What follows belongs to an exercise in optimizing a design on an open flow for small area, a short achievable clock period and few clock cycles; a production flow would make more cautious choices.
Only simulation tests tie the RTL to the original design; equivalence was not proved.
No activity file was given, so power comes from the tool's default toggle rates.

==> design/flow/design.v <==
`timescale 1ns/1ps
module qm_merge_engine (
    input  logic [31:0] f,        
    output logic [31:0] row_nz,   
    input  logic [31:0] row_oh,   
    output logic [31:0] row,      
    input  logic [4:0]  cmask,    
    input  logic [31:0] cval_oh,  
    output logic        ess       
);
    wire t1 = f[0] & f[1];
    wire t2 = f[2] & f[3];
    wire t3 = f[4] & f[5];
    wire t4 = f[6] & f[7];
    wire t5 = f[8] & f[9];
    wire t6 = f[10] & f[11];
    wire t7 = f[12] & f[13];
    wire t8 = f[14] & f[15];
    wire t9 = f[16] & f[17];
    wire t10 = f[18] & f[19];
    wire t11 = f[20] & f[21];
    wire t12 = f[22] & f[23];
    wire t13 = f[24] & f[25];
    wire t14 = f[26] & f[27];
    wire t15 = f[28] & f[29];
    wire t16 = f[30] & f[31];
    wire t17 = f[0] & f[2];
    wire t18 = f[1] & f[3];
    wire t19 = f[4] & f[6];
    wire t20 = f[5] & f[7];
    wire t21 = f[8] & f[10];
    wire t22 = f[9] & f[11];
    wire t23 = f[12] & f[14];
    wire t24 = f[13] & f[15];
    wire t25 = f[16] & f[18];
    wire t26 = f[17] & f[19];
    wire t27 = f[20] & f[22];
    wire t28 = f[21] & f[23];
    wire t29 = f[24] & f[26];
    wire t30 = f[25] & f[27];
    wire t31 = f[28] & f[30];
    wire t32 = f[29] & f[31];
    wire t33 = t17 & t18;
    wire t34 = t19 & t20;
    wire t35 = t21 & t22;
    wire t36 = t23 & t24;
    wire t37 = t25 & t26;
    wire t38 = t27 & t28;
    wire t39 = t29 & t30;
    wire t40 = t31 & t32;
    wire t41 = f[0] & f[4];
    wire t42 = f[1] & f[5];
    wire t43 = f[2] & f[6];
    wire t44 = f[3] & f[7];
    wire t45 = f[8] & f[12];
    wire t46 = f[9] & f[13];
    wire t47 = f[10] & f[14];
    wire t48 = f[11] & f[15];
    wire t49 = f[16] & f[20];
    wire t50 = f[17] & f[21];
    wire t51 = f[18] & f[22];
    wire t52 = f[19] & f[23];
    wire t53 = f[24] & f[28];
    wire t54 = f[25] & f[29];
    wire t55 = f[26] & f[30];
    wire t56 = f[27] & f[31];
    wire t57 = t41 & t42;
    wire t58 = t43 & t44;
    wire t59 = t45 & t46;
    wire t60 = t47 & t48;
    wire t61 = t49 & t50;
    wire t62 = t51 & t52;
    wire t63 = t53 & t54;
    wire t64 = t55 & t56;
    wire t65 = t41 & t43;
    wire t66 = t42 & t44;
    wire t67 = t45 & t47;
    wire t68 = t46 & t48;
    wire t69 = t49 & t51;
    wire t70 = t50 & t52;
    wire t71 = t53 & t55;
    wire t72 = t54 & t56;
    wire t73 = t65 & t66;
    wire t74 = t67 & t68;
    wire t75 = t69 & t70;
    wire t76 = t71 & t72;
    wire t77 = f[0] & f[8];
    wire t78 = f[1] & f[9];
    wire t79 = f[2] & f[10];
    wire t80 = f[3] & f[11];
    wire t81 = f[4] & f[12];
    wire t82 = f[5] & f[13];
    wire t83 = f[6] & f[14];
    wire t84 = f[7] & f[15];
    wire t85 = f[16] & f[24];
    wire t86 = f[17] & f[25];
    wire t87 = f[18] & f[26];
    wire t88 = f[19] & f[27];
    wire t89 = f[20] & f[28];
    wire t90 = f[21] & f[29];
    wire t91 = f[22] & f[30];
    wire t92 = f[23] & f[31];
    wire t93 = t77 & t78;
    wire t94 = t79 & t80;
    wire t95 = t81 & t82;
    wire t96 = t83 & t84;
    wire t97 = t85 & t86;
    wire t98 = t87 & t88;
    wire t99 = t89 & t90;
    wire t100 = t91 & t92;
    wire t101 = t77 & t79;
    wire t102 = t78 & t80;
    wire t103 = t81 & t83;
    wire t104 = t82 & t84;
    wire t105 = t85 & t87;
    wire t106 = t86 & t88;
    wire t107 = t89 & t91;
    wire t108 = t90 & t92;
    wire t109 = t101 & t102;
    wire t110 = t103 & t104;
    wire t111 = t105 & t106;
    wire t112 = t107 & t108;
    wire t113 = t77 & t81;
    wire t114 = t78 & t82;
    wire t115 = t79 & t83;
    wire t116 = t80 & t84;
    wire t117 = t85 & t89;
    wire t118 = t86 & t90;
    wire t119 = t87 & t91;
    wire t120 = t88 & t92;
    wire t121 = t113 & t114;
    wire t122 = t115 & t116;
    wire t123 = t117 & t118;
    wire t124 = t119 & t120;
    wire t125 = t113 & t115;
    wire t126 = t114 & t116;
    wire t127 = t117 & t119;
    wire t128 = t118 & t120;
    wire t129 = t125 & t126;
    wire t130 = t127 & t128;
    wire t131 = f[0] & f[16];
    wire t132 = f[1] & f[17];
    wire t133 = f[2] & f[18];
    wire t134 = f[3] & f[19];
    wire t135 = f[4] & f[20];
    wire t136 = f[5] & f[21];
    wire t137 = f[6] & f[22];
    wire t138 = f[7] & f[23];
    wire t139 = f[8] & f[24];
    wire t140 = f[9] & f[25];
    wire t141 = f[10] & f[26];
    wire t142 = f[11] & f[27];
    wire t143 = f[12] & f[28];
    wire t144 = f[13] & f[29];
    wire t145 = f[14] & f[30];
    wire t146 = f[15] & f[31];
    wire t147 = t131 & t132;
    wire t148 = t133 & t134;
    wire t149 = t135 & t136;
    wire t150 = t137 & t138;
    wire t151 = t139 & t140;
    wire t152 = t141 & t142;
    wire t153 = t143 & t144;
    wire t154 = t145 & t146;
    wire t155 = t131 & t133;
    wire t156 = t132 & t134;
    wire t157 = t135 & t137;
    wire t158 = t136 & t138;
    wire t159 = t139 & t141;
    wire t160 = t140 & t142;
    wire t161 = t143 & t145;
    wire t162 = t144 & t146;
    wire t163 = t155 & t156;
    wire t164 = t157 & t158;
    wire t165 = t159 & t160;
    wire t166 = t161 & t162;
    wire t167 = t131 & t135;
    wire t168 = t132 & t136;
    wire t169 = t133 & t137;
    wire t170 = t134 & t138;
    wire t171 = t139 & t143;
    wire t172 = t140 & t144;
    wire t173 = t141 & t145;
    wire t174 = t142 & t146;
    wire t175 = t167 & t168;
    wire t176 = t169 & t170;
    wire t177 = t171 & t172;
    wire t178 = t173 & t174;
    wire t179 = t167 & t169;
    wire t180 = t168 & t170;
    wire t181 = t171 & t173;
    wire t182 = t172 & t174;
    wire t183 = t179 & t180;
    wire t184 = t181 & t182;
    wire t185 = t131 & t139;
    wire t186 = t132 & t140;
    wire t187 = t133 & t141;
    wire t188 = t134 & t142;
    wire t189 = t135 & t143;
    wire t190 = t136 & t144;
    wire t191 = t137 & t145;
    wire t192 = t138 & t146;
    wire t193 = t185 & t186;
    wire t194 = t187 & t188;
    wire t195 = t189 & t190;
    wire t196 = t191 & t192;
    wire t197 = t185 & t187;
    wire t198 = t186 & t188;
    wire t199 = t189 & t191;
    wire t200 = t190 & t192;
    wire t201 = t197 & t198;
    wire t202 = t199 & t200;
    wire t203 = t185 & t189;
    wire t204 = t186 & t190;
    wire t205 = t187 & t191;
    wire t206 = t188 & t192;
    wire t207 = t203 & t204;
    wire t208 = t205 & t206;
    wire t209 = t203 & t205;
    wire t210 = t204 & t206;
    wire t211 = t209 & t210;
    wire t212 = f[0] & ~(f[1] | f[2] | f[4] | f[8] | f[16]);
    wire t213 = f[1] & ~(f[0] | f[3] | f[5] | f[9] | f[17]);
    wire t214 = f[2] & ~(f[3] | f[0] | f[6] | f[10] | f[18]);
    wire t215 = f[3] & ~(f[2] | f[1] | f[7] | f[11] | f[19]);
    wire t216 = f[4] & ~(f[5] | f[6] | f[0] | f[12] | f[20]);
    wire t217 = f[5] & ~(f[4] | f[7] | f[1] | f[13] | f[21]);
    wire t218 = f[6] & ~(f[7] | f[4] | f[2] | f[14] | f[22]);
    wire t219 = f[7] & ~(f[6] | f[5] | f[3] | f[15] | f[23]);
    wire t220 = f[8] & ~(f[9] | f[10] | f[12] | f[0] | f[24]);
    wire t221 = f[9] & ~(f[8] | f[11] | f[13] | f[1] | f[25]);
    wire t222 = f[10] & ~(f[11] | f[8] | f[14] | f[2] | f[26]);
    wire t223 = f[11] & ~(f[10] | f[9] | f[15] | f[3] | f[27]);
    wire t224 = f[12] & ~(f[13] | f[14] | f[8] | f[4] | f[28]);
    wire t225 = f[13] & ~(f[12] | f[15] | f[9] | f[5] | f[29]);
    wire t226 = f[14] & ~(f[15] | f[12] | f[10] | f[6] | f[30]);
    wire t227 = f[15] & ~(f[14] | f[13] | f[11] | f[7] | f[31]);
    wire t228 = f[16] & ~(f[17] | f[18] | f[20] | f[24] | f[0]);
    wire t229 = f[17] & ~(f[16] | f[19] | f[21] | f[25] | f[1]);
    wire t230 = f[18] & ~(f[19] | f[16] | f[22] | f[26] | f[2]);
    wire t231 = f[19] & ~(f[18] | f[17] | f[23] | f[27] | f[3]);
    wire t232 = f[20] & ~(f[21] | f[22] | f[16] | f[28] | f[4]);
    wire t233 = f[21] & ~(f[20] | f[23] | f[17] | f[29] | f[5]);
    wire t234 = f[22] & ~(f[23] | f[20] | f[18] | f[30] | f[6]);
    wire t235 = f[23] & ~(f[22] | f[21] | f[19] | f[31] | f[7]);
    wire t236 = f[24] & ~(f[25] | f[26] | f[28] | f[16] | f[8]);
    wire t237 = f[25] & ~(f[24] | f[27] | f[29] | f[17] | f[9]);
    wire t238 = f[26] & ~(f[27] | f[24] | f[30] | f[18] | f[10]);
    wire t239 = f[27] & ~(f[26] | f[25] | f[31] | f[19] | f[11]);
    wire t240 = f[28] & ~(f[29] | f[30] | f[24] | f[20] | f[12]);
    wire t241 = f[29] & ~(f[28] | f[31] | f[25] | f[21] | f[13]);
    wire t242 = f[30] & ~(f[31] | f[28] | f[26] | f[22] | f[14]);
    wire t243 = f[31] & ~(f[30] | f[29] | f[27] | f[23] | f[15]);
    wire t244 = t1 & ~(t2 | t3 | t5 | t9);
    wire t245 = t2 & ~(t1 | t4 | t6 | t10);
    wire t246 = t3 & ~(t4 | t1 | t7 | t11);
    wire t247 = t4 & ~(t3 | t2 | t8 | t12);
    wire t248 = t5 & ~(t6 | t7 | t1 | t13);
    wire t249 = t6 & ~(t5 | t8 | t2 | t14);
    wire t250 = t7 & ~(t8 | t5 | t3 | t15);
    wire t251 = t8 & ~(t7 | t6 | t4 | t16);
    wire t252 = t9 & ~(t10 | t11 | t13 | t1);
    wire t253 = t10 & ~(t9 | t12 | t14 | t2);
    wire t254 = t11 & ~(t12 | t9 | t15 | t3);
    wire t255 = t12 & ~(t11 | t10 | t16 | t4);
    wire t256 = t13 & ~(t14 | t15 | t9 | t5);
    wire t257 = t14 & ~(t13 | t16 | t10 | t6);
    wire t258 = t15 & ~(t16 | t13 | t11 | t7);
    wire t259 = t16 & ~(t15 | t14 | t12 | t8);
    wire t260 = t17 & ~(t18 | t19 | t21 | t25);
    wire t261 = t18 & ~(t17 | t20 | t22 | t26);
    wire t262 = t19 & ~(t20 | t17 | t23 | t27);
    wire t263 = t20 & ~(t19 | t18 | t24 | t28);
    wire t264 = t21 & ~(t22 | t23 | t17 | t29);
    wire t265 = t22 & ~(t21 | t24 | t18 | t30);
    wire t266 = t23 & ~(t24 | t21 | t19 | t31);
    wire t267 = t24 & ~(t23 | t22 | t20 | t32);
    wire t268 = t25 & ~(t26 | t27 | t29 | t17);
    wire t269 = t26 & ~(t25 | t28 | t30 | t18);
    wire t270 = t27 & ~(t28 | t25 | t31 | t19);
    wire t271 = t28 & ~(t27 | t26 | t32 | t20);
    wire t272 = t29 & ~(t30 | t31 | t25 | t21);
    wire t273 = t30 & ~(t29 | t32 | t26 | t22);
    wire t274 = t31 & ~(t32 | t29 | t27 | t23);
    wire t275 = t32 & ~(t31 | t30 | t28 | t24);
    wire t276 = t33 & ~(t34 | t35 | t37);
    wire t277 = t34 & ~(t33 | t36 | t38);
    wire t278 = t35 & ~(t36 | t33 | t39);
    wire t279 = t36 & ~(t35 | t34 | t40);
    wire t280 = t37 & ~(t38 | t39 | t33);
    wire t281 = t38 & ~(t37 | t40 | t34);
    wire t282 = t39 & ~(t40 | t37 | t35);
    wire t283 = t40 & ~(t39 | t38 | t36);
    wire t284 = t41 & ~(t42 | t43 | t45 | t49);
    wire t285 = t42 & ~(t41 | t44 | t46 | t50);
    wire t286 = t43 & ~(t44 | t41 | t47 | t51);
    wire t287 = t44 & ~(t43 | t42 | t48 | t52);
    wire t288 = t45 & ~(t46 | t47 | t41 | t53);
    wire t289 = t46 & ~(t45 | t48 | t42 | t54);
    wire t290 = t47 & ~(t48 | t45 | t43 | t55);
    wire t291 = t48 & ~(t47 | t46 | t44 | t56);
    wire t292 = t49 & ~(t50 | t51 | t53 | t41);
    wire t293 = t50 & ~(t49 | t52 | t54 | t42);
    wire t294 = t51 & ~(t52 | t49 | t55 | t43);
    wire t295 = t52 & ~(t51 | t50 | t56 | t44);
    wire t296 = t53 & ~(t54 | t55 | t49 | t45);
    wire t297 = t54 & ~(t53 | t56 | t50 | t46);
    wire t298 = t55 & ~(t56 | t53 | t51 | t47);
    wire t299 = t56 & ~(t55 | t54 | t52 | t48);
    wire t300 = t57 & ~(t58 | t59 | t61);
    wire t301 = t58 & ~(t57 | t60 | t62);
    wire t302 = t59 & ~(t60 | t57 | t63);
    wire t303 = t60 & ~(t59 | t58 | t64);
    wire t304 = t61 & ~(t62 | t63 | t57);
    wire t305 = t62 & ~(t61 | t64 | t58);
    wire t306 = t63 & ~(t64 | t61 | t59);
    wire t307 = t64 & ~(t63 | t62 | t60);
    wire t308 = t65 & ~(t66 | t67 | t69);
    wire t309 = t66 & ~(t65 | t68 | t70);
    wire t310 = t67 & ~(t68 | t65 | t71);
    wire t311 = t68 & ~(t67 | t66 | t72);
    wire t312 = t69 & ~(t70 | t71 | t65);
    wire t313 = t70 & ~(t69 | t72 | t66);
    wire t314 = t71 & ~(t72 | t69 | t67);
    wire t315 = t72 & ~(t71 | t70 | t68);
    wire t316 = t73 & ~(t74 | t75);
    wire t317 = t74 & ~(t73 | t76);
    wire t318 = t75 & ~(t76 | t73);
    wire t319 = t76 & ~(t75 | t74);
    wire t320 = t77 & ~(t78 | t79 | t81 | t85);
    wire t321 = t78 & ~(t77 | t80 | t82 | t86);
    wire t322 = t79 & ~(t80 | t77 | t83 | t87);
    wire t323 = t80 & ~(t79 | t78 | t84 | t88);
    wire t324 = t81 & ~(t82 | t83 | t77 | t89);
    wire t325 = t82 & ~(t81 | t84 | t78 | t90);
    wire t326 = t83 & ~(t84 | t81 | t79 | t91);
    wire t327 = t84 & ~(t83 | t82 | t80 | t92);
    wire t328 = t85 & ~(t86 | t87 | t89 | t77);
    wire t329 = t86 & ~(t85 | t88 | t90 | t78);
    wire t330 = t87 & ~(t88 | t85 | t91 | t79);
    wire t331 = t88 & ~(t87 | t86 | t92 | t80);
    wire t332 = t89 & ~(t90 | t91 | t85 | t81);
    wire t333 = t90 & ~(t89 | t92 | t86 | t82);
    wire t334 = t91 & ~(t92 | t89 | t87 | t83);
    wire t335 = t92 & ~(t91 | t90 | t88 | t84);
    wire t336 = t93 & ~(t94 | t95 | t97);
    wire t337 = t94 & ~(t93 | t96 | t98);
    wire t338 = t95 & ~(t96 | t93 | t99);
    wire t339 = t96 & ~(t95 | t94 | t100);
    wire t340 = t97 & ~(t98 | t99 | t93);
    wire t341 = t98 & ~(t97 | t100 | t94);
    wire t342 = t99 & ~(t100 | t97 | t95);
    wire t343 = t100 & ~(t99 | t98 | t96);
    wire t344 = t101 & ~(t102 | t103 | t105);
    wire t345 = t102 & ~(t101 | t104 | t106);
    wire t346 = t103 & ~(t104 | t101 | t107);
    wire t347 = t104 & ~(t103 | t102 | t108);
    wire t348 = t105 & ~(t106 | t107 | t101);
    wire t349 = t106 & ~(t105 | t108 | t102);
    wire t350 = t107 & ~(t108 | t105 | t103);
    wire t351 = t108 & ~(t107 | t106 | t104);
    wire t352 = t109 & ~(t110 | t111);
    wire t353 = t110 & ~(t109 | t112);
    wire t354 = t111 & ~(t112 | t109);
    wire t355 = t112 & ~(t111 | t110);
    wire t356 = t113 & ~(t114 | t115 | t117);
    wire t357 = t114 & ~(t113 | t116 | t118);
    wire t358 = t115 & ~(t116 | t113 | t119);
    wire t359 = t116 & ~(t115 | t114 | t120);
    wire t360 = t117 & ~(t118 | t119 | t113);
    wire t361 = t118 & ~(t117 | t120 | t114);
    wire t362 = t119 & ~(t120 | t117 | t115);
    wire t363 = t120 & ~(t119 | t118 | t116);
    wire t364 = t121 & ~(t122 | t123);
    wire t365 = t122 & ~(t121 | t124);
    wire t366 = t123 & ~(t124 | t121);
    wire t367 = t124 & ~(t123 | t122);
    wire t368 = t125 & ~(t126 | t127);
    wire t369 = t126 & ~(t125 | t128);
    wire t370 = t127 & ~(t128 | t125);
    wire t371 = t128 & ~(t127 | t126);
    wire t372 = t129 & ~(t130);
    wire t373 = t130 & ~(t129);
    wire t374 = t131 & ~(t132 | t133 | t135 | t139);
    wire t375 = t132 & ~(t131 | t134 | t136 | t140);
    wire t376 = t133 & ~(t134 | t131 | t137 | t141);
    wire t377 = t134 & ~(t133 | t132 | t138 | t142);
    wire t378 = t135 & ~(t136 | t137 | t131 | t143);
    wire t379 = t136 & ~(t135 | t138 | t132 | t144);
    wire t380 = t137 & ~(t138 | t135 | t133 | t145);
    wire t381 = t138 & ~(t137 | t136 | t134 | t146);
    wire t382 = t139 & ~(t140 | t141 | t143 | t131);
    wire t383 = t140 & ~(t139 | t142 | t144 | t132);
    wire t384 = t141 & ~(t142 | t139 | t145 | t133);
    wire t385 = t142 & ~(t141 | t140 | t146 | t134);
    wire t386 = t143 & ~(t144 | t145 | t139 | t135);
    wire t387 = t144 & ~(t143 | t146 | t140 | t136);
    wire t388 = t145 & ~(t146 | t143 | t141 | t137);
    wire t389 = t146 & ~(t145 | t144 | t142 | t138);
    wire t390 = t147 & ~(t148 | t149 | t151);
    wire t391 = t148 & ~(t147 | t150 | t152);
    wire t392 = t149 & ~(t150 | t147 | t153);
    wire t393 = t150 & ~(t149 | t148 | t154);
    wire t394 = t151 & ~(t152 | t153 | t147);
    wire t395 = t152 & ~(t151 | t154 | t148);
    wire t396 = t153 & ~(t154 | t151 | t149);
    wire t397 = t154 & ~(t153 | t152 | t150);
    wire t398 = t155 & ~(t156 | t157 | t159);
    wire t399 = t156 & ~(t155 | t158 | t160);
    wire t400 = t157 & ~(t158 | t155 | t161);
    wire t401 = t158 & ~(t157 | t156 | t162);
    wire t402 = t159 & ~(t160 | t161 | t155);
    wire t403 = t160 & ~(t159 | t162 | t156);
    wire t404 = t161 & ~(t162 | t159 | t157);
    wire t405 = t162 & ~(t161 | t160 | t158);
    wire t406 = t163 & ~(t164 | t165);
    wire t407 = t164 & ~(t163 | t166);
    wire t408 = t165 & ~(t166 | t163);
    wire t409 = t166 & ~(t165 | t164);
    wire t410 = t167 & ~(t168 | t169 | t171);
    wire t411 = t168 & ~(t167 | t170 | t172);
    wire t412 = t169 & ~(t170 | t167 | t173);
    wire t413 = t170 & ~(t169 | t168 | t174);
    wire t414 = t171 & ~(t172 | t173 | t167);
    wire t415 = t172 & ~(t171 | t174 | t168);
    wire t416 = t173 & ~(t174 | t171 | t169);
    wire t417 = t174 & ~(t173 | t172 | t170);
    wire t418 = t175 & ~(t176 | t177);
    wire t419 = t176 & ~(t175 | t178);
    wire t420 = t177 & ~(t178 | t175);
    wire t421 = t178 & ~(t177 | t176);
    wire t422 = t179 & ~(t180 | t181);
    wire t423 = t180 & ~(t179 | t182);
    wire t424 = t181 & ~(t182 | t179);
    wire t425 = t182 & ~(t181 | t180);
    wire t426 = t183 & ~(t184);
    wire t427 = t184 & ~(t183);
    wire t428 = t185 & ~(t186 | t187 | t189);
    wire t429 = t186 & ~(t185 | t188 | t190);
    wire t430 = t187 & ~(t188 | t185 | t191);
    wire t431 = t188 & ~(t187 | t186 | t192);
    wire t432 = t189 & ~(t190 | t191 | t185);
    wire t433 = t190 & ~(t189 | t192 | t186);
    wire t434 = t191 & ~(t192 | t189 | t187);
    wire t435 = t192 & ~(t191 | t190 | t188);
    wire t436 = t193 & ~(t194 | t195);
    wire t437 = t194 & ~(t193 | t196);
    wire t438 = t195 & ~(t196 | t193);
    wire t439 = t196 & ~(t195 | t194);
    wire t440 = t197 & ~(t198 | t199);
    wire t441 = t198 & ~(t197 | t200);
    wire t442 = t199 & ~(t200 | t197);
    wire t443 = t200 & ~(t199 | t198);
    wire t444 = t201 & ~(t202);
    wire t445 = t202 & ~(t201);
    wire t446 = t203 & ~(t204 | t205);
    wire t447 = t204 & ~(t203 | t206);
    wire t448 = t205 & ~(t206 | t203);
    wire t449 = t206 & ~(t205 | t204);
    wire t450 = t207 & ~(t208);
    wire t451 = t208 & ~(t207);
    wire t452 = t209 & ~(t210);
    wire t453 = t210 & ~(t209);
    assign row_nz[0] = t212 | t213 | t214 | t215 | t216 | t217 | t218 | t219 | t220 | t221 | t222 | t223 | t224 | t225 | t226 | t227 | t228 | t229 | t230 | t231 | t232 | t233 | t234 | t235 | t236 | t237 | t238 | t239 | t240 | t241 | t242 | t243;
    assign row_nz[1] = t244 | t245 | t246 | t247 | t248 | t249 | t250 | t251 | t252 | t253 | t254 | t255 | t256 | t257 | t258 | t259;
    assign row_nz[2] = t260 | t261 | t262 | t263 | t264 | t265 | t266 | t267 | t268 | t269 | t270 | t271 | t272 | t273 | t274 | t275;
    assign row_nz[3] = t276 | t277 | t278 | t279 | t280 | t281 | t282 | t283;
    assign row_nz[4] = t284 | t285 | t286 | t287 | t288 | t289 | t290 | t291 | t292 | t293 | t294 | t295 | t296 | t297 | t298 | t299;
    assign row_nz[5] = t300 | t301 | t302 | t303 | t304 | t305 | t306 | t307;
    assign row_nz[6] = t308 | t309 | t310 | t311 | t312 | t313 | t314 | t315;
    assign row_nz[7] = t316 | t317 | t318 | t319;
    assign row_nz[8] = t320 | t321 | t322 | t323 | t324 | t325 | t326 | t327 | t328 | t329 | t330 | t331 | t332 | t333 | t334 | t335;
    assign row_nz[9] = t336 | t337 | t338 | t339 | t340 | t341 | t342 | t343;
    assign row_nz[10] = t344 | t345 | t346 | t347 | t348 | t349 | t350 | t351;
    assign row_nz[11] = t352 | t353 | t354 | t355;
    assign row_nz[12] = t356 | t357 | t358 | t359 | t360 | t361 | t362 | t363;
    assign row_nz[13] = t364 | t365 | t366 | t367;
    assign row_nz[14] = t368 | t369 | t370 | t371;
    assign row_nz[15] = t372 | t373;
    assign row_nz[16] = t374 | t375 | t376 | t377 | t378 | t379 | t380 | t381 | t382 | t383 | t384 | t385 | t386 | t387 | t388 | t389;
    assign row_nz[17] = t390 | t391 | t392 | t393 | t394 | t395 | t396 | t397;
    assign row_nz[18] = t398 | t399 | t400 | t401 | t402 | t403 | t404 | t405;
    assign row_nz[19] = t406 | t407 | t408 | t409;
    assign row_nz[20] = t410 | t411 | t412 | t413 | t414 | t415 | t416 | t417;
    assign row_nz[21] = t418 | t419 | t420 | t421;
    assign row_nz[22] = t422 | t423 | t424 | t425;
    assign row_nz[23] = t426 | t427;
    assign row_nz[24] = t428 | t429 | t430 | t431 | t432 | t433 | t434 | t435;
    assign row_nz[25] = t436 | t437 | t438 | t439;
    assign row_nz[26] = t440 | t441 | t442 | t443;
    assign row_nz[27] = t444 | t445;
    assign row_nz[28] = t446 | t447 | t448 | t449;
    assign row_nz[29] = t450 | t451;
    assign row_nz[30] = t452 | t453;
    assign row_nz[31] = t211;
    assign row[0] = (row_oh[0] & t212) | (row_oh[1] & t244) | (row_oh[2] & t260) | (row_oh[3] & t276) | (row_oh[4] & t284) | (row_oh[5] & t300) | (row_oh[6] & t308) | (row_oh[7] & t316) | (row_oh[8] & t320) | (row_oh[9] & t336) | (row_oh[10] & t344) | (row_oh[11] & t352) | (row_oh[12] & t356) | (row_oh[13] & t364) | (row_oh[14] & t368) | (row_oh[15] & t372) | (row_oh[16] & t374) | (row_oh[17] & t390) | (row_oh[18] & t398) | (row_oh[19] & t406) | (row_oh[20] & t410) | (row_oh[21] & t418) | (row_oh[22] & t422) | (row_oh[23] & t426) | (row_oh[24] & t428) | (row_oh[25] & t436) | (row_oh[26] & t440) | (row_oh[27] & t444) | (row_oh[28] & t446) | (row_oh[29] & t450) | (row_oh[30] & t452) | (row_oh[31] & t211);
    assign row[1] = (row_oh[0] & t213) | (row_oh[2] & t261) | (row_oh[4] & t285) | (row_oh[6] & t309) | (row_oh[8] & t321) | (row_oh[10] & t345) | (row_oh[12] & t357) | (row_oh[14] & t369) | (row_oh[16] & t375) | (row_oh[18] & t399) | (row_oh[20] & t411) | (row_oh[22] & t423) | (row_oh[24] & t429) | (row_oh[26] & t441) | (row_oh[28] & t447) | (row_oh[30] & t453);
    assign row[2] = (row_oh[0] & t214) | (row_oh[1] & t245) | (row_oh[4] & t286) | (row_oh[5] & t301) | (row_oh[8] & t322) | (row_oh[9] & t337) | (row_oh[12] & t358) | (row_oh[13] & t365) | (row_oh[16] & t376) | (row_oh[17] & t391) | (row_oh[20] & t412) | (row_oh[21] & t419) | (row_oh[24] & t430) | (row_oh[25] & t437) | (row_oh[28] & t448) | (row_oh[29] & t451);
    assign row[3] = (row_oh[0] & t215) | (row_oh[4] & t287) | (row_oh[8] & t323) | (row_oh[12] & t359) | (row_oh[16] & t377) | (row_oh[20] & t413) | (row_oh[24] & t431) | (row_oh[28] & t449);
    assign row[4] = (row_oh[0] & t216) | (row_oh[1] & t246) | (row_oh[2] & t262) | (row_oh[3] & t277) | (row_oh[8] & t324) | (row_oh[9] & t338) | (row_oh[10] & t346) | (row_oh[11] & t353) | (row_oh[16] & t378) | (row_oh[17] & t392) | (row_oh[18] & t400) | (row_oh[19] & t407) | (row_oh[24] & t432) | (row_oh[25] & t438) | (row_oh[26] & t442) | (row_oh[27] & t445);
    assign row[5] = (row_oh[0] & t217) | (row_oh[2] & t263) | (row_oh[8] & t325) | (row_oh[10] & t347) | (row_oh[16] & t379) | (row_oh[18] & t401) | (row_oh[24] & t433) | (row_oh[26] & t443);
    assign row[6] = (row_oh[0] & t218) | (row_oh[1] & t247) | (row_oh[8] & t326) | (row_oh[9] & t339) | (row_oh[16] & t380) | (row_oh[17] & t393) | (row_oh[24] & t434) | (row_oh[25] & t439);
    assign row[7] = (row_oh[0] & t219) | (row_oh[8] & t327) | (row_oh[16] & t381) | (row_oh[24] & t435);
    assign row[8] = (row_oh[0] & t220) | (row_oh[1] & t248) | (row_oh[2] & t264) | (row_oh[3] & t278) | (row_oh[4] & t288) | (row_oh[5] & t302) | (row_oh[6] & t310) | (row_oh[7] & t317) | (row_oh[16] & t382) | (row_oh[17] & t394) | (row_oh[18] & t402) | (row_oh[19] & t408) | (row_oh[20] & t414) | (row_oh[21] & t420) | (row_oh[22] & t424) | (row_oh[23] & t427);
    assign row[9] = (row_oh[0] & t221) | (row_oh[2] & t265) | (row_oh[4] & t289) | (row_oh[6] & t311) | (row_oh[16] & t383) | (row_oh[18] & t403) | (row_oh[20] & t415) | (row_oh[22] & t425);
    assign row[10] = (row_oh[0] & t222) | (row_oh[1] & t249) | (row_oh[4] & t290) | (row_oh[5] & t303) | (row_oh[16] & t384) | (row_oh[17] & t395) | (row_oh[20] & t416) | (row_oh[21] & t421);
    assign row[11] = (row_oh[0] & t223) | (row_oh[4] & t291) | (row_oh[16] & t385) | (row_oh[20] & t417);
    assign row[12] = (row_oh[0] & t224) | (row_oh[1] & t250) | (row_oh[2] & t266) | (row_oh[3] & t279) | (row_oh[16] & t386) | (row_oh[17] & t396) | (row_oh[18] & t404) | (row_oh[19] & t409);
    assign row[13] = (row_oh[0] & t225) | (row_oh[2] & t267) | (row_oh[16] & t387) | (row_oh[18] & t405);
    assign row[14] = (row_oh[0] & t226) | (row_oh[1] & t251) | (row_oh[16] & t388) | (row_oh[17] & t397);
    assign row[15] = (row_oh[0] & t227) | (row_oh[16] & t389);
    assign row[16] = (row_oh[0] & t228) | (row_oh[1] & t252) | (row_oh[2] & t268) | (row_oh[3] & t280) | (row_oh[4] & t292) | (row_oh[5] & t304) | (row_oh[6] & t312) | (row_oh[7] & t318) | (row_oh[8] & t328) | (row_oh[9] & t340) | (row_oh[10] & t348) | (row_oh[11] & t354) | (row_oh[12] & t360) | (row_oh[13] & t366) | (row_oh[14] & t370) | (row_oh[15] & t373);
    assign row[17] = (row_oh[0] & t229) | (row_oh[2] & t269) | (row_oh[4] & t293) | (row_oh[6] & t313) | (row_oh[8] & t329) | (row_oh[10] & t349) | (row_oh[12] & t361) | (row_oh[14] & t371);
    assign row[18] = (row_oh[0] & t230) | (row_oh[1] & t253) | (row_oh[4] & t294) | (row_oh[5] & t305) | (row_oh[8] & t330) | (row_oh[9] & t341) | (row_oh[12] & t362) | (row_oh[13] & t367);
    assign row[19] = (row_oh[0] & t231) | (row_oh[4] & t295) | (row_oh[8] & t331) | (row_oh[12] & t363);
    assign row[20] = (row_oh[0] & t232) | (row_oh[1] & t254) | (row_oh[2] & t270) | (row_oh[3] & t281) | (row_oh[8] & t332) | (row_oh[9] & t342) | (row_oh[10] & t350) | (row_oh[11] & t355);
    assign row[21] = (row_oh[0] & t233) | (row_oh[2] & t271) | (row_oh[8] & t333) | (row_oh[10] & t351);
    assign row[22] = (row_oh[0] & t234) | (row_oh[1] & t255) | (row_oh[8] & t334) | (row_oh[9] & t343);
    assign row[23] = (row_oh[0] & t235) | (row_oh[8] & t335);
    assign row[24] = (row_oh[0] & t236) | (row_oh[1] & t256) | (row_oh[2] & t272) | (row_oh[3] & t282) | (row_oh[4] & t296) | (row_oh[5] & t306) | (row_oh[6] & t314) | (row_oh[7] & t319);
    assign row[25] = (row_oh[0] & t237) | (row_oh[2] & t273) | (row_oh[4] & t297) | (row_oh[6] & t315);
    assign row[26] = (row_oh[0] & t238) | (row_oh[1] & t257) | (row_oh[4] & t298) | (row_oh[5] & t307);
    assign row[27] = (row_oh[0] & t239) | (row_oh[4] & t299);
    assign row[28] = (row_oh[0] & t240) | (row_oh[1] & t258) | (row_oh[2] & t274) | (row_oh[3] & t283);
    assign row[29] = (row_oh[0] & t241) | (row_oh[2] & t275);
    assign row[30] = (row_oh[0] & t242) | (row_oh[1] & t259);
    assign row[31] = (row_oh[0] & t243);
    wire z0 = (cmask[0] | ~f[1]) & (cmask[1] | ~f[2]) & (cmask[2] | ~f[4]) & (cmask[3] | ~f[8]) & (cmask[4] | ~f[16]);
    wire z1 = (cmask[0] | ~f[0]) & (cmask[1] | ~f[3]) & (cmask[2] | ~f[5]) & (cmask[3] | ~f[9]) & (cmask[4] | ~f[17]);
    wire z2 = (cmask[0] | ~f[3]) & (cmask[1] | ~f[0]) & (cmask[2] | ~f[6]) & (cmask[3] | ~f[10]) & (cmask[4] | ~f[18]);
    wire z3 = (cmask[0] | ~f[2]) & (cmask[1] | ~f[1]) & (cmask[2] | ~f[7]) & (cmask[3] | ~f[11]) & (cmask[4] | ~f[19]);
    wire z4 = (cmask[0] | ~f[5]) & (cmask[1] | ~f[6]) & (cmask[2] | ~f[0]) & (cmask[3] | ~f[12]) & (cmask[4] | ~f[20]);
    wire z5 = (cmask[0] | ~f[4]) & (cmask[1] | ~f[7]) & (cmask[2] | ~f[1]) & (cmask[3] | ~f[13]) & (cmask[4] | ~f[21]);
    wire z6 = (cmask[0] | ~f[7]) & (cmask[1] | ~f[4]) & (cmask[2] | ~f[2]) & (cmask[3] | ~f[14]) & (cmask[4] | ~f[22]);
    wire z7 = (cmask[0] | ~f[6]) & (cmask[1] | ~f[5]) & (cmask[2] | ~f[3]) & (cmask[3] | ~f[15]) & (cmask[4] | ~f[23]);
    wire z8 = (cmask[0] | ~f[9]) & (cmask[1] | ~f[10]) & (cmask[2] | ~f[12]) & (cmask[3] | ~f[0]) & (cmask[4] | ~f[24]);
    wire z9 = (cmask[0] | ~f[8]) & (cmask[1] | ~f[11]) & (cmask[2] | ~f[13]) & (cmask[3] | ~f[1]) & (cmask[4] | ~f[25]);
    wire z10 = (cmask[0] | ~f[11]) & (cmask[1] | ~f[8]) & (cmask[2] | ~f[14]) & (cmask[3] | ~f[2]) & (cmask[4] | ~f[26]);
    wire z11 = (cmask[0] | ~f[10]) & (cmask[1] | ~f[9]) & (cmask[2] | ~f[15]) & (cmask[3] | ~f[3]) & (cmask[4] | ~f[27]);
    wire z12 = (cmask[0] | ~f[13]) & (cmask[1] | ~f[14]) & (cmask[2] | ~f[8]) & (cmask[3] | ~f[4]) & (cmask[4] | ~f[28]);
    wire z13 = (cmask[0] | ~f[12]) & (cmask[1] | ~f[15]) & (cmask[2] | ~f[9]) & (cmask[3] | ~f[5]) & (cmask[4] | ~f[29]);
    wire z14 = (cmask[0] | ~f[15]) & (cmask[1] | ~f[12]) & (cmask[2] | ~f[10]) & (cmask[3] | ~f[6]) & (cmask[4] | ~f[30]);
    wire z15 = (cmask[0] | ~f[14]) & (cmask[1] | ~f[13]) & (cmask[2] | ~f[11]) & (cmask[3] | ~f[7]) & (cmask[4] | ~f[31]);
    wire z16 = (cmask[0] | ~f[17]) & (cmask[1] | ~f[18]) & (cmask[2] | ~f[20]) & (cmask[3] | ~f[24]) & (cmask[4] | ~f[0]);
    wire z17 = (cmask[0] | ~f[16]) & (cmask[1] | ~f[19]) & (cmask[2] | ~f[21]) & (cmask[3] | ~f[25]) & (cmask[4] | ~f[1]);
    wire z18 = (cmask[0] | ~f[19]) & (cmask[1] | ~f[16]) & (cmask[2] | ~f[22]) & (cmask[3] | ~f[26]) & (cmask[4] | ~f[2]);
    wire z19 = (cmask[0] | ~f[18]) & (cmask[1] | ~f[17]) & (cmask[2] | ~f[23]) & (cmask[3] | ~f[27]) & (cmask[4] | ~f[3]);
    wire z20 = (cmask[0] | ~f[21]) & (cmask[1] | ~f[22]) & (cmask[2] | ~f[16]) & (cmask[3] | ~f[28]) & (cmask[4] | ~f[4]);
    wire z21 = (cmask[0] | ~f[20]) & (cmask[1] | ~f[23]) & (cmask[2] | ~f[17]) & (cmask[3] | ~f[29]) & (cmask[4] | ~f[5]);
    wire z22 = (cmask[0] | ~f[23]) & (cmask[1] | ~f[20]) & (cmask[2] | ~f[18]) & (cmask[3] | ~f[30]) & (cmask[4] | ~f[6]);
    wire z23 = (cmask[0] | ~f[22]) & (cmask[1] | ~f[21]) & (cmask[2] | ~f[19]) & (cmask[3] | ~f[31]) & (cmask[4] | ~f[7]);
    wire z24 = (cmask[0] | ~f[25]) & (cmask[1] | ~f[26]) & (cmask[2] | ~f[28]) & (cmask[3] | ~f[16]) & (cmask[4] | ~f[8]);
    wire z25 = (cmask[0] | ~f[24]) & (cmask[1] | ~f[27]) & (cmask[2] | ~f[29]) & (cmask[3] | ~f[17]) & (cmask[4] | ~f[9]);
    wire z26 = (cmask[0] | ~f[27]) & (cmask[1] | ~f[24]) & (cmask[2] | ~f[30]) & (cmask[3] | ~f[18]) & (cmask[4] | ~f[10]);
    wire z27 = (cmask[0] | ~f[26]) & (cmask[1] | ~f[25]) & (cmask[2] | ~f[31]) & (cmask[3] | ~f[19]) & (cmask[4] | ~f[11]);
    wire z28 = (cmask[0] | ~f[29]) & (cmask[1] | ~f[30]) & (cmask[2] | ~f[24]) & (cmask[3] | ~f[20]) & (cmask[4] | ~f[12]);
    wire z29 = (cmask[0] | ~f[28]) & (cmask[1] | ~f[31]) & (cmask[2] | ~f[25]) & (cmask[3] | ~f[21]) & (cmask[4] | ~f[13]);
    wire z30 = (cmask[0] | ~f[31]) & (cmask[1] | ~f[28]) & (cmask[2] | ~f[26]) & (cmask[3] | ~f[22]) & (cmask[4] | ~f[14]);
    wire z31 = (cmask[0] | ~f[30]) & (cmask[1] | ~f[29]) & (cmask[2] | ~f[27]) & (cmask[3] | ~f[23]) & (cmask[4] | ~f[15]);
    wire t454 = z0 | (cmask[0] & z1);
    wire t455 = z2 | (cmask[0] & z3);
    wire t456 = z4 | (cmask[0] & z5);
    wire t457 = z6 | (cmask[0] & z7);
    wire t458 = z8 | (cmask[0] & z9);
    wire t459 = z10 | (cmask[0] & z11);
    wire t460 = z12 | (cmask[0] & z13);
    wire t461 = z14 | (cmask[0] & z15);
    wire t462 = z16 | (cmask[0] & z17);
    wire t463 = z18 | (cmask[0] & z19);
    wire t464 = z20 | (cmask[0] & z21);
    wire t465 = z22 | (cmask[0] & z23);
    wire t466 = z24 | (cmask[0] & z25);
    wire t467 = z26 | (cmask[0] & z27);
    wire t468 = z28 | (cmask[0] & z29);
    wire t469 = z30 | (cmask[0] & z31);
    wire t470 = t454 | (cmask[1] & t455);
    wire t471 = z1 | (cmask[1] & z3);
    wire t472 = t456 | (cmask[1] & t457);
    wire t473 = z5 | (cmask[1] & z7);
    wire t474 = t458 | (cmask[1] & t459);
    wire t475 = z9 | (cmask[1] & z11);
    wire t476 = t460 | (cmask[1] & t461);
    wire t477 = z13 | (cmask[1] & z15);
    wire t478 = t462 | (cmask[1] & t463);
    wire t479 = z17 | (cmask[1] & z19);
    wire t480 = t464 | (cmask[1] & t465);
    wire t481 = z21 | (cmask[1] & z23);
    wire t482 = t466 | (cmask[1] & t467);
    wire t483 = z25 | (cmask[1] & z27);
    wire t484 = t468 | (cmask[1] & t469);
    wire t485 = z29 | (cmask[1] & z31);
    wire t486 = t470 | (cmask[2] & t472);
    wire t487 = t471 | (cmask[2] & t473);
    wire t488 = t455 | (cmask[2] & t457);
    wire t489 = z3 | (cmask[2] & z7);
    wire t490 = t474 | (cmask[2] & t476);
    wire t491 = t475 | (cmask[2] & t477);
    wire t492 = t459 | (cmask[2] & t461);
    wire t493 = z11 | (cmask[2] & z15);
    wire t494 = t478 | (cmask[2] & t480);
    wire t495 = t479 | (cmask[2] & t481);
    wire t496 = t463 | (cmask[2] & t465);
    wire t497 = z19 | (cmask[2] & z23);
    wire t498 = t482 | (cmask[2] & t484);
    wire t499 = t483 | (cmask[2] & t485);
    wire t500 = t467 | (cmask[2] & t469);
    wire t501 = z27 | (cmask[2] & z31);
    wire t502 = t486 | (cmask[3] & t490);
    wire t503 = t487 | (cmask[3] & t491);
    wire t504 = t488 | (cmask[3] & t492);
    wire t505 = t489 | (cmask[3] & t493);
    wire t506 = t472 | (cmask[3] & t476);
    wire t507 = t473 | (cmask[3] & t477);
    wire t508 = t457 | (cmask[3] & t461);
    wire t509 = z7 | (cmask[3] & z15);
    wire t510 = t494 | (cmask[3] & t498);
    wire t511 = t495 | (cmask[3] & t499);
    wire t512 = t496 | (cmask[3] & t500);
    wire t513 = t497 | (cmask[3] & t501);
    wire t514 = t480 | (cmask[3] & t484);
    wire t515 = t481 | (cmask[3] & t485);
    wire t516 = t465 | (cmask[3] & t469);
    wire t517 = z23 | (cmask[3] & z31);
    wire t518 = t502 | (cmask[4] & t510);
    wire t519 = t503 | (cmask[4] & t511);
    wire t520 = t504 | (cmask[4] & t512);
    wire t521 = t505 | (cmask[4] & t513);
    wire t522 = t506 | (cmask[4] & t514);
    wire t523 = t507 | (cmask[4] & t515);
    wire t524 = t508 | (cmask[4] & t516);
    wire t525 = t509 | (cmask[4] & t517);
    wire t526 = t490 | (cmask[4] & t498);
    wire t527 = t491 | (cmask[4] & t499);
    wire t528 = t492 | (cmask[4] & t500);
    wire t529 = t493 | (cmask[4] & t501);
    wire t530 = t476 | (cmask[4] & t484);
    wire t531 = t477 | (cmask[4] & t485);
    wire t532 = t461 | (cmask[4] & t469);
    wire t533 = z15 | (cmask[4] & z31);
    assign ess = (cval_oh[0] & t518) | (cval_oh[1] & t519) | (cval_oh[2] & t520) | (cval_oh[3] & t521) | (cval_oh[4] & t522) | (cval_oh[5] & t523) | (cval_oh[6] & t524) | (cval_oh[7] & t525) | (cval_oh[8] & t526) | (cval_oh[9] & t527) | (cval_oh[10] & t528) | (cval_oh[11] & t529) | (cval_oh[12] & t530) | (cval_oh[13] & t531) | (cval_oh[14] & t532) | (cval_oh[15] & t533) | (cval_oh[16] & t510) | (cval_oh[17] & t511) | (cval_oh[18] & t512) | (cval_oh[19] & t513) | (cval_oh[20] & t514) | (cval_oh[21] & t515) | (cval_oh[22] & t516) | (cval_oh[23] & t517) | (cval_oh[24] & t498) | (cval_oh[25] & t499) | (cval_oh[26] & t500) | (cval_oh[27] & t501) | (cval_oh[28] & t484) | (cval_oh[29] & t485) | (cval_oh[30] & t469) | (cval_oh[31] & z31);
endmodule
`timescale 1ns/1ps
module qm_top (
    input  logic        clk,
    input  logic        rst_n,
    input  logic        psel,
    input  logic        penable,
    input  logic        pwrite,
    input  logic [11:0] paddr,
    input  logic [31:0] pwdata,
    output logic [31:0] prdata,
    output logic        pready,
    output logic        pslverr
);
    function automatic logic [31:0] lowest(input logic [31:0] x);
        logic [31:0] p;
        p = x;
        for (int s = 0; s < 5; s++) begin
            for (int i = 0; i < 32; i++) begin
                if ((i >> s) & 1) p[i] = p[i] | p[((i >> s) << s) - 1];
            end
        end
        lowest = x & ~{p[30:0], 1'b0};
    endfunction
    function automatic logic [4:0] enc(input logic [31:0] oh);
        enc = '0;
        for (int i = 0; i < 32; i++) begin
            if (oh[i]) enc = enc | 5'(i);
        end
    endfunction
    logic setup, access;
    logic a_onset, a_ctrl, a_status, a_result, mapped;
    logic [4:0] k;
    assign setup    = psel & ~penable;
    assign access   = psel & penable;
    assign a_onset  = (paddr == 12'h000);
    assign a_ctrl   = (paddr == 12'h004);
    assign a_status = (paddr == 12'h008);
    assign a_result = (paddr[11:7] == 5'b00010) && (paddr[1:0] == 2'b00);
    assign mapped   = a_onset | a_ctrl | a_status | a_result;
    assign k        = paddr[6:2];
    logic [31:0] onset, spec, run_onset;
    logic        busy, busy_q, pend, done;
    logic        chg;
    logic [1:0]  stab;
    logic        prep_ok;
    assign spec = (psel && pwrite && a_onset) ? pwdata : onset;
    assign chg  = ~busy & ((setup & pwrite & a_onset) | busy_q);
    always_ff @(posedge clk) begin
        if (!rst_n) begin
            onset <= '0;
        end else if (access && pwrite && a_onset) begin
            onset <= pwdata;
        end
        if (!busy) begin
            run_onset <= spec;
        end
    end
    logic [31:0] row_nz_c;            
    logic [31:0] rowbits;             
    logic [4:0]  mcur;                
    logic [31:0] rr;                  
    logic [31:0] src_oh, row_c;
    logic [31:0] v_oh, rest;
    logic [4:0]  v;
    logic        ess;
    logic        prepping, go_q;
    logic        start_now, step, first, ins, last, any;
    logic [5:0]  prime_cnt, ess_cnt, pc_inc, ec_inc;
    logic [3:0]  age_lo;              
    logic [7:0]  age_hi;              
    qm_merge_engine i_engine (
        .f      (run_onset),
        .row_nz (row_nz_c),
        .row_oh (src_oh),
        .row    (row_c),
        .cmask  (mcur),
        .cval_oh(v_oh),
        .ess    (ess)
    );
    assign prepping = (~busy | pend) & ~prep_ok;
    assign src_oh = lowest(rr);
    assign v_oh = lowest(rowbits);
    assign v    = enc(v_oh);
    assign rest = rowbits & ~v_oh;
    assign any  = |rowbits;
    assign last = (rest == '0) && (rr == '0);
    always_ff @(posedge clk) begin
        go_q <= rst_n & setup & pwrite & a_ctrl & pwdata[0];
    end
    assign start_now = go_q & ~busy;
    assign step      = (start_now & prep_ok) | (busy & ~pend) | (pend & prep_ok);
    assign first     = step & ~(busy & ~pend);
    assign ins       = step & any;
    assign pc_inc = prime_cnt + 6'd1;
    assign ec_inc = ess_cnt + 6'd1;
    always_ff @(posedge clk) begin
        if (step) begin
            if (rest == '0) begin
                rowbits <= row_c;
                mcur    <= enc(src_oh);
                rr      <= rr & ~src_oh;
            end else begin
                rowbits <= rest;
            end
        end else if (prepping) begin
            if (stab == 2'd0) begin
                rr      <= row_nz_c;
            end else begin
                rowbits <= row_c;
                mcur    <= enc(src_oh);
                rr      <= rr & ~src_oh;
            end
        end
        if (first & ins) begin
            age_lo <= 4'b0001;
            age_hi <= 8'b0000_0001;
        end else begin
            age_lo <= {age_lo[2:0], age_lo[3]};
            if (age_lo[3]) age_hi <= {age_hi[6:0], age_hi[7]};
        end
    end
    always_ff @(posedge clk) begin
        if (!rst_n) begin
            busy      <= 1'b0;
            busy_q    <= 1'b0;
            pend      <= 1'b0;
            done      <= 1'b0;
            stab      <= 2'd0;
            prime_cnt <= '0;
            ess_cnt   <= '0;
        end else begin
            busy_q <= busy;
            if ((!busy || pend) && !chg) begin
                stab <= (stab == 2'd2) ? 2'd2 : stab + 2'd1;
            end else begin
                stab <= 2'd0;
            end
            if (start_now) begin
                busy <= 1'b1;
                done <= 1'b0;
                pend <= ~prep_ok;
            end
            if (step) begin
                prime_cnt <= first ? {5'd0, ins} : pc_inc;
                if (first)           ess_cnt <= {5'd0, ins & ess};
                else if (ins && ess) ess_cnt <= ec_inc;
                pend      <= 1'b0;
                if (!any || last) begin
                    busy <= 1'b0;
                    done <= 1'b1;
                end else begin
                    busy <= 1'b1;
                    done <= 1'b0;
                end
            end
        end
    end
    assign prep_ok = (stab == 2'd2);
    logic [10:0] ring [32];
    always_ff @(posedge clk) begin
        ring[0] <= ins ? {ess, mcur, v} : ring[31];
        for (int j = 1; j < 32; j++) begin
            ring[j] <= ring[j-1];
        end
    end
    logic        rd_onset, rd_status, err_q;
    logic [10:0] rd_q;
    logic [10:0] rword;
    logic [3:0]  k_lo_oh, lo_oh;
    logic [7:0]  k_hi_oh, hi0_oh, hi_oh;
    logic        lo_borrow;
    logic [10:0] grp [8];
    always_comb begin
        for (int i = 0; i < 4; i++) k_lo_oh[i] = (k[1:0] == 2'(i));
        for (int i = 0; i < 8; i++) k_hi_oh[i] = (k[4:2] == 3'(i));
        lo_borrow = 1'b0;
        for (int a = 0; a < 4; a++) lo_borrow = lo_borrow | (age_lo[a] & (k[1:0] > 2'(a)));
        for (int l = 0; l < 4; l++) begin
            lo_oh[l] = 1'b0;
            for (int a = 0; a < 4; a++) lo_oh[l] = lo_oh[l] | (age_lo[a] & k_lo_oh[(a - l + 4) % 4]);
        end
        for (int h = 0; h < 8; h++) begin
            hi0_oh[h] = 1'b0;
            for (int a = 0; a < 8; a++) hi0_oh[h] = hi0_oh[h] | (age_hi[a] & k_hi_oh[(a - h + 8) % 8]);
        end
        for (int h = 0; h < 8; h++) hi_oh[h] = lo_borrow ? hi0_oh[(h + 1) % 8] : hi0_oh[h];
        for (int h = 0; h < 8; h++) begin
            grp[h] = '0;
            for (int l = 0; l < 4; l++) grp[h] = grp[h] | (lo_oh[l] ? ring[4*h + l] : 11'd0);
        end
        rword = '0;
        for (int h = 0; h < 8; h++) rword = rword | (hi_oh[h] ? grp[h] : 11'd0);
    end
    always_ff @(posedge clk) begin
        rd_q      <= (~pwrite & a_result & ({1'b0, k} < prime_cnt)) ? rword : 11'd0;
        rd_onset  <= ~pwrite & a_onset;
        rd_status <= ~pwrite & a_status;
        err_q     <= ~mapped | (pwrite & (a_status | a_result));
    end
    always_comb begin
        prdata = {15'd0, rd_q[10], 3'd0, rd_q[9:5], 3'd0, rd_q[4:0]};
        if (rd_onset)  prdata = prdata | onset;
        if (rd_status) prdata = prdata | {10'd0, ess_cnt, 2'd0, prime_cnt, 6'd0, done, busy};
    end
    assign pready  = 1'b1;
    assign pslverr = err_q;
endmodule
==> design/flow/flow/run.sh <==
#!/bin/bash
# Standard ORFS flow, with timing repair aiming past the clock target and
# plain buffers on the ports.
set -euo pipefail
export PLACE_DENSITY=0.7
bash standard.sh SETUP_SLACK_MARGIN=8 'BUFFER_PORTS_ARGS=-buffer_cell sky130_fd_sc_hd__buf_2' finish > standard.log 2>&1
==> design/flow/standard.sh <==
#!/bin/bash
# synth_recipe.tcl (not shown) runs the flow's synth.tcl, then flattens the netlist and writes it again
# the make line also repeats each setting of config.mk as NAME=value (left out here)
make -C /OpenROAD-flow-scripts/flow DESIGN_CONFIG=/design/flow/config.mk WORK_HOME=/design/flow/orfs CLKGATE_MAP_FILE= SYNTH_SCRIPT=/design/flow/synth_recipe.tcl "${@:-finish}"
==> design/flow/config.mk <==
export PLATFORM = sky130hd
export DESIGN_NAME = qm_top
export DESIGN_NICKNAME = qm_top
export VERILOG_FILES = /design/flow/design.v
export SDC_FILE = /design/flow/constraint.sdc
export NUM_CORES = 8
export LEC_CHECK = 0
export ABC_AREA = 1
export CAP_MARGIN = 30
export CORE_MARGIN = 2
export CORE_UTILIZATION = 40
export SLEW_MARGIN = 20
==> design/flow/constraint.sdc <==
create_clock -name core_clock -period 12.0 [get_ports {clk}]
set_input_delay 2.4000 -clock core_clock [delete_from_list [all_inputs] [get_ports {clk}]]
set_output_delay 2.4000 -clock core_clock [all_outputs]
set_load 0.01 [all_outputs]
==> results of run 1 <==
-- area by class of cell --
cell class                 count  area (µm²)
sequential                   530       11600
clock buffer                  82        1640
fill                        6438       34000
tap                          855        1070
inverter                     448        1730
clock inverter                16         148
antenna                        4        10.0
timing repair inverter         1        6.26
timing repair buffer         182        1530
multi-input combinational   2542       12800
-- state kept, by name, indices dropped and copies added, names as in the netlist, 2 cells and up --
name       flops
stab           2
rowbits       32
ess_cnt        6
rr            32
run_onset     32
prime_cnt      6
ring         352
rd_q          11
onset         32
age_hi         8
age_lo         4
mcur           5
-- worst max-delay path, cell delays in order --
cell     delay, ns
buf_6         0.09
or3_4         0.39
nor3_4        0.19
inv_2         0.08
nor4_4        0.34
inv_2         0.10
nor2_1        0.10
inv_1         0.08
nor2_4        0.19
buf_12        0.20
nand2_4       0.13
o21ai_1       0.20
a21oi_1       0.06
-- path summary, 6_finish.rpt --
path / slack [ns] / end / startpoint
hold reg to reg: 0.32 / ring[26][3] / ring[25][3]
hold / removal: 0.32 / ring[26][3] / ring[25][3]
setup / recovery: 7.94 / onset[13] / paddr[7]
setup reg to reg: 8.14 / rowbits[0] / run_onset[27]
-- cell families (layout without fill, tap and decap cells) --
kind of cell	after synthesis	after routing
buf+inv	594	729
mux	1	1
flops	530	530
simple gates	1889	1893
compound gates	621	621
xor+xnor	7	7
fa+ha+maj	19	19
other cells	1	5
-- through the flow --
stage	hold WS [ns]	setup WS (ns)	std cells
finish	0.323	7.94	4660
global route	0.336	7.82	4656
CTS	0.327	7.99	4606
detailed placement	0.335	6.25	4490
global placement	0.333	6.32	4489
floorplan	0.331	7.84	3662
-- repair_timing --
item / CTS / global route
cloned: 3 / 6
hold buffers: 0 / 0
setup endpoints to repair: 127 / 148
gates resized for setup: 52 / 113
pin swaps: 5 / 15
buffers inserted: 15 / 44
-- layer usage --
metal / global-route usage, % / up-vias / share of wire (%)
met2: 46.4 / 1455 / 44
met1: 37.6 / 12700 / 40
met4: 14.5 / 6 / 5.6
met5: 0 / - / 0.052
met3: 7.05 / 367 / 10
li1: - / 12600 / -
-- cells in the final DEF (no fill, tap or decap), drive strengths merged, types with 7 or more instances in the layout --
cell     instances
a41oi           16
buf            180
ha              19
clkbuf          84
nor3b            7
nand2          952
nor4            67
a31oi           45
o21ai          189
o21bai           7
clkinv          13
edfxtp         101
or3             12
nand4          106
a31o             9
o2111ai         11
nand3          158
a221oi          21
a21oi          130
a211oi          16
nor2           406
o211ai           7
nor3           165
dfxtp          429
inv            448
a22oi           99
o22ai           52
-- power by group through the flow --
stage	registers [W]	logic, W	clock network [W]
4_1_cts	0.00194	0.000616	0.00170
3_5_place_dp	0.00198	0.000581	0
2_1_floorplan	0.00196	0.000385	0
6_report	0.00194	0.000665	0.00168
5_1_grt	0.00195	0.000709	0.00178
3_3_place_gp	0.00198	0.000582	0
==> flow_summary.ini, run 1 <==
[run_status]
result_of_the_run = finished clean

[synthesis]
ys_top_cells_by_count = nand2_1 (938), inv_1 (436), dfxtp_1 (429)
synth_top_cell_area_share_pct = 32.8
yosysUniqueCellTypes = 64
avgSynthCellArea_um2 = 7.16
yosys.area.top_type = dfxtp_1
synth_top_family_by_area = simple AND/OR/NAND/NOR gates
yosysWarningCount = 3
ys_seq_area_share_pct = 44.3
simple_gate_share_of_the_synthesized_area_pct = 31.1
synthXorXnorAreaFrac_pct = 0.234
synthesis.nets = 3730
synth.area.top_cells = dfxtp_1 (33%), nand2_1 (13%), edfxtp_1 (12%)
synth_area_in_compound_gates_pct = 14.7
synth_mux_area_share_pct = 0.0382
syn_inst = 3662
netlist_area_um2 = 26200
synth-seq-cells = 530
synth-adder-area-share_pct = 0.907
asyncSetResetFlopFracSynth_pct = 0
synth_most_common_cell = nand2_1
synth_edf_count = 101
ys_dominant_reg_cell = dfxtp_1

[global_routing]
grt_start_max_net_pins = 82
grt_antenna_before_repair = 3
grt_remaining_overflow = 0
grt_pass1_wl_um = 153000
gr-usage-all-layers_pct = 29.4
via_count_of_the_first_global_routing_pass = 25300

[power_and_ir_drop]
pwr-share-clk_pct = 39.3
p_seq_share_pct = 45.2
power_leakage_nw = 12.8
total_power_w = 0.00429
vdd_ir_drop_max_uv = 147
power.share.switching_pct = 29.8
share_comb_of_total_power_pct = 15.5
power.switching_w = 0.00128
internal_cell_power_w = 0.00301
pwrdens_nw_per_um2 = 140

[cts]
clock_transition_at_the_register_clock_pins_on_the_worst_setup_and_hold_paths_after_cts_ns = 0.06
cts_tree = built
numClockSinks = 530
clock-root-buffer = clkbuf_16
cts_bufs_inserted = 53
htreeDepth = 2
clock_latency_ns = 0.64
cts.path.max_buffers = 3

[sta]
timing_worst_slew_pin_value_ns = 1.03
fin_worst_skew_ns = 0.0489
drv_slew = 0
number_of_setup_violations_in_the_final_report = 0
finalCriticalPeriod_ns = 4.06
slew-limit-headroom_pct = 30.6
endpoints_failing_hold = 0
setup-tns-final_ns = 0
grt_setup_unrepaired = yes
min_period_over_period_pct = 33.8
clock.fmax_mhz = 247

[setup_path]
cp.arrival_ns = 4.56
endpoint_kind = register
cp_data_required_time_ns = 12.50
worstPathMaxFanout = 8
setup.worst_path.class = in -> reg
cell_count_of_the_worst_reg_to_reg_path = 17
startpoint_type = primary input

[place]
dpl_cell_area_um2 = 27500
numPortBuffers = 81
hpwl_um = 71200
gp_congestion = 1.05

[drt]
residual_drc_count = 0
ant_nets = 0
dr_total_vias = 27100
wl_per_cell_um = 22.2
vias_per_cell = 5.81
drtIter0Drc = 3356
drt_first_pass_iters = 7
finalWirelength_um = 103000

[final_layout]
finish.instance_area_um2 = 30600
post_route_cells_drive_above_1_share_pct = 10.7
nets = 3826
finish.utilization_pct = 47.4
layout_stage_area_growth_over_the_synthesis_result_pct = 16.7

[die]
ioPinCount = 83
initial_core_util_pct = 40.6
die_area_um2 = 67600
placement_rows = 93
die_width_um = 260
core_um2 = 64600
dieHeight_um = 260

[job]
maxCapViolCount = 0

[hold_path]
hold_path.class = reg -> reg
min_path_cells = 0
Testbench counts, summed over its fixed seeds: cycles 7,828.
==> run 2, diff against run 1 <==
==> design/flow/flow/run.sh (replaced) <==
#!/bin/bash
# Standard ORFS flow, with timing repair aiming past the clock target and
# plain buffers on the ports.
set -euo pipefail
bash standard.sh SETUP_SLACK_MARGIN=7.5 'BUFFER_PORTS_ARGS=-buffer_cell sky130_fd_sc_hd__buf_2' finish > standard.log 2>&1
==> run 2 against run 1 <==
Compared with the run above: still clean on timing, DRC and antenna; synthesized area stayed put; sequential power hardly changed; first-iteration DRC count is 9.3% lower; clock skew is 0.022 ns higher; flip-flop and latch count stayed put; clock power is 7% higher; non-clock buffer count is 51 lower; count of clock-buffer cells in the layout is 7 lower; routed wire length is 1.5% higher.
==> flow_summary.ini, run 2 <==
[run_status]
result_of_the_run = finished clean

[drt]
drt_first_pass_iters = 6
dr_total_vias = 26300
wl_per_cell_um = 22.7
finalWirelength_um = 105000
ant_nets = 0
residual_drc_count = 0
vias_per_cell = 5.71
drtIter0Drc = 3043

[final_layout]
finish.instance_area_um2 = 29500
nets = 3772
max_flop_register = ring
largest_reg_flops = 352
post_route_cells_drive_above_1_share_pct = 7.63
layout.cells.non_filler = 4605
num_antenna_cells = 0
most-common-layout-cells = nand2_1 (937), inv_1 (435), dfxtp_1 (428)
layout_stage_area_growth_over_the_synthesis_result_pct = 12.6
layout.cells.most_common = nand2_1

[power_and_ir_drop]
vdd_ir_drop_max_uv = 131
total_power_w = 0.00434
power_leakage_nw = 12.4
pwrdens_nw_per_um2 = 147

[cts]
cts.path.max_buffers = 3
post_cts.repair.setup_buffers = 0
cts_bufs_inserted = 55
clock_transition_at_the_register_clock_pins_on_the_worst_setup_and_hold_paths_after_cts_ns = 0.07
clock_latency_ns = 0.66
clock-root-buffer = clkbuf_16
numClockSinks = 530
htreeDepth = 2
cts_tree = built
holdBufCountCts = 0

[synthesis]
synthesis.nets = 3730
synth-seq-cells = 530
ys_top_cells_by_count = nand2_1 (938), inv_1 (436), dfxtp_1 (429)
synth_most_common_cell = nand2_1
ys_seq_area_share_pct = 44.3
yosysUniqueCellTypes = 64
avgSynthCellArea_um2 = 7.16
synth_edf_count = 101
synth_top_cell_area_share_pct = 32.8
ys_dominant_reg_cell = dfxtp_1
yosys.area.top_type = dfxtp_1
asyncSetResetFlopFracSynth_pct = 0
yosysWarningCount = 3
netlist_area_um2 = 26200
synth.area.top_cells = dfxtp_1 (33%), nand2_1 (13%), edfxtp_1 (12%)
syn_inst = 3662

[die]
placement_rows = 93
dieHeight_um = 260
initial_core_util_pct = 40.6
ioPinCount = 83
core_um2 = 64600
die_area_um2 = 67600
die_width_um = 260

[sta]
setup-tns-final_ns = 0
endpoints_failing_hold = 0
worst_slack_ns = 7.70
grt_setup_unrepaired = no
timing_worst_slew_pin_value_ns = 0.972
clock.fmax_mhz = 232
fin_worst_skew_ns = 0.0711
finalCriticalPeriod_ns = 4.30
number_of_setup_violations_in_the_final_report = 0
slew-limit-headroom_pct = 35.2
drv_slew = 0
min_period_over_period_pct = 35.9

[setup_path]
cp.arrival_ns = 1.90
startpoint_type = register
cell_count_of_the_worst_reg_to_reg_path = 21
crit_path_start = rd_onset
endpoint_kind = output port
crit_buf_inv = 2
setup.worst_path.class = reg -> out
r2r_startpoint = mcur[3]
worst_path_max_delay_cell = dfxtp_4
worstPathMaxFanout = 23
slowest_delay_ns = 0.53
critical_path.top_delay_family = flip-flops
count_of_cell_instances_traversed_by_the_critical_path = 3
cp_data_required_time_ns = 9.60
crit_chain = clkinv_2 -> o21ai_0 -> buf_2

[global_routing]
grt_remaining_overflow = 0
grt_start_max_net_pins = 66
grt_antenna_before_repair = 3
gr-usage-all-layers_pct = 30.5
grt_pass1_wl_um = 157000
via_count_of_the_first_global_routing_pass = 25000

[place]
hpwl_um = 75300
dpl_cell_area_um2 = 27500
numPortBuffers = 81
dp_slack_ns = 6.20
placed_cells_incl_taps = 4501
gp_congestion = 1.03

[hold_path]
min_path_cells = 0
hold_path.class = reg -> reg
timing.hold.worst.start = ring[6][3]

[job]
maxCapViolCount = 0
## run 2: cell counts after synthesis
No cell type changed its count.
## run 2: per-stage QoR
| step | util [%] | hold slack, ns |
|---|---|---|
| CTS | 45.6 | 0.325 |
| global placement | 42.6 | 0.332 |
| floorplan | - | 0.331 |
| detailed placement | 42.6 | 0.335 |
| finish | 45.7 | 0.336 |
| global route | 45.7 | 0.341 |
## run 2: kinds of logic after synthesis
kind of cell,share of synthesized area [%]
compound gates,14.7
xor+xnor,0.234
fa+ha+maj,0.907
buf+inv,8.73
flops,44.3
mux,0.0382
other cells,0.0143
simple gates,31.1
## run 2: final timing paths
check / endpoint / slack [ns]
worst min register to register: ring[7][3] / 0.34
worst min-delay path: ring[7][3] / 0.34
worst max-delay path: prdata[1] / 7.70
worst max register to register: ess_cnt[0] / 7.80
## run 2: area by class of cell
cell class	instances	area (µm²)
fillers	6615	35100
inverters	448	1700
repair buffers	131	807
flip-flops and latches	530	11600
multi-input cells	2538	12400
clock inverters	28	343
well taps	855	1070
clock buffers	75	1570
## run 2: per-layer routing
layer	global-route usage, %	share of wire (%)
met1	39.8	42
met4	16.2	5.7
met3	5.93	8.0
met5	0.214	0.032
met2	47.7	44
## run 2: repair_timing
| action | in CTS | in global routing |
|---|---|---|
| setup endpoints to repair | 63 | 61 |
| pin swaps | 0 | 1 |
| gates resized for setup | 10 | 24 |
## run 2: report_power, final
part	switching [W]	leakage [nW]	internal, W
clock	0.000768	0.949	0.00102
sequential	0.0000531	4.59	0.00189
combinational	0.000477	6.84	0.000138

## what the ideal ports hide
In the flow no input, the clock included, has a driving cell. The finished layouts below were timed again as built, in two steps.
Step 1, drivers: a clkbuf_16 drives clk and a buf_2 each remaining input, both assumed.
Step 2 times the ports against the registers' clock, not the clock port: input delays grow and output delays shrink by t, the midpoint of the rising clock arrivals with the driver on.
Slacks: no drivers / after step 1 / after step 2; pairs: no drivers / after step 1.
run	shift t [ns]	setup WS [ns]	hold WS [ns]	pins driven straight from the clock port
run 1	0.680	7.943 / 7.930 / 7.293	0.323 / 0.323 / 0.323	1
run 2	0.691	7.697 / 7.635 / 7.067	0.336 / 0.336 / 0.336	1
After both steps every run listed still meets setup and hold. The setup slack of run 1, which loses most, moves by -0.013 ns with the drivers and by -0.650 ns with both steps.
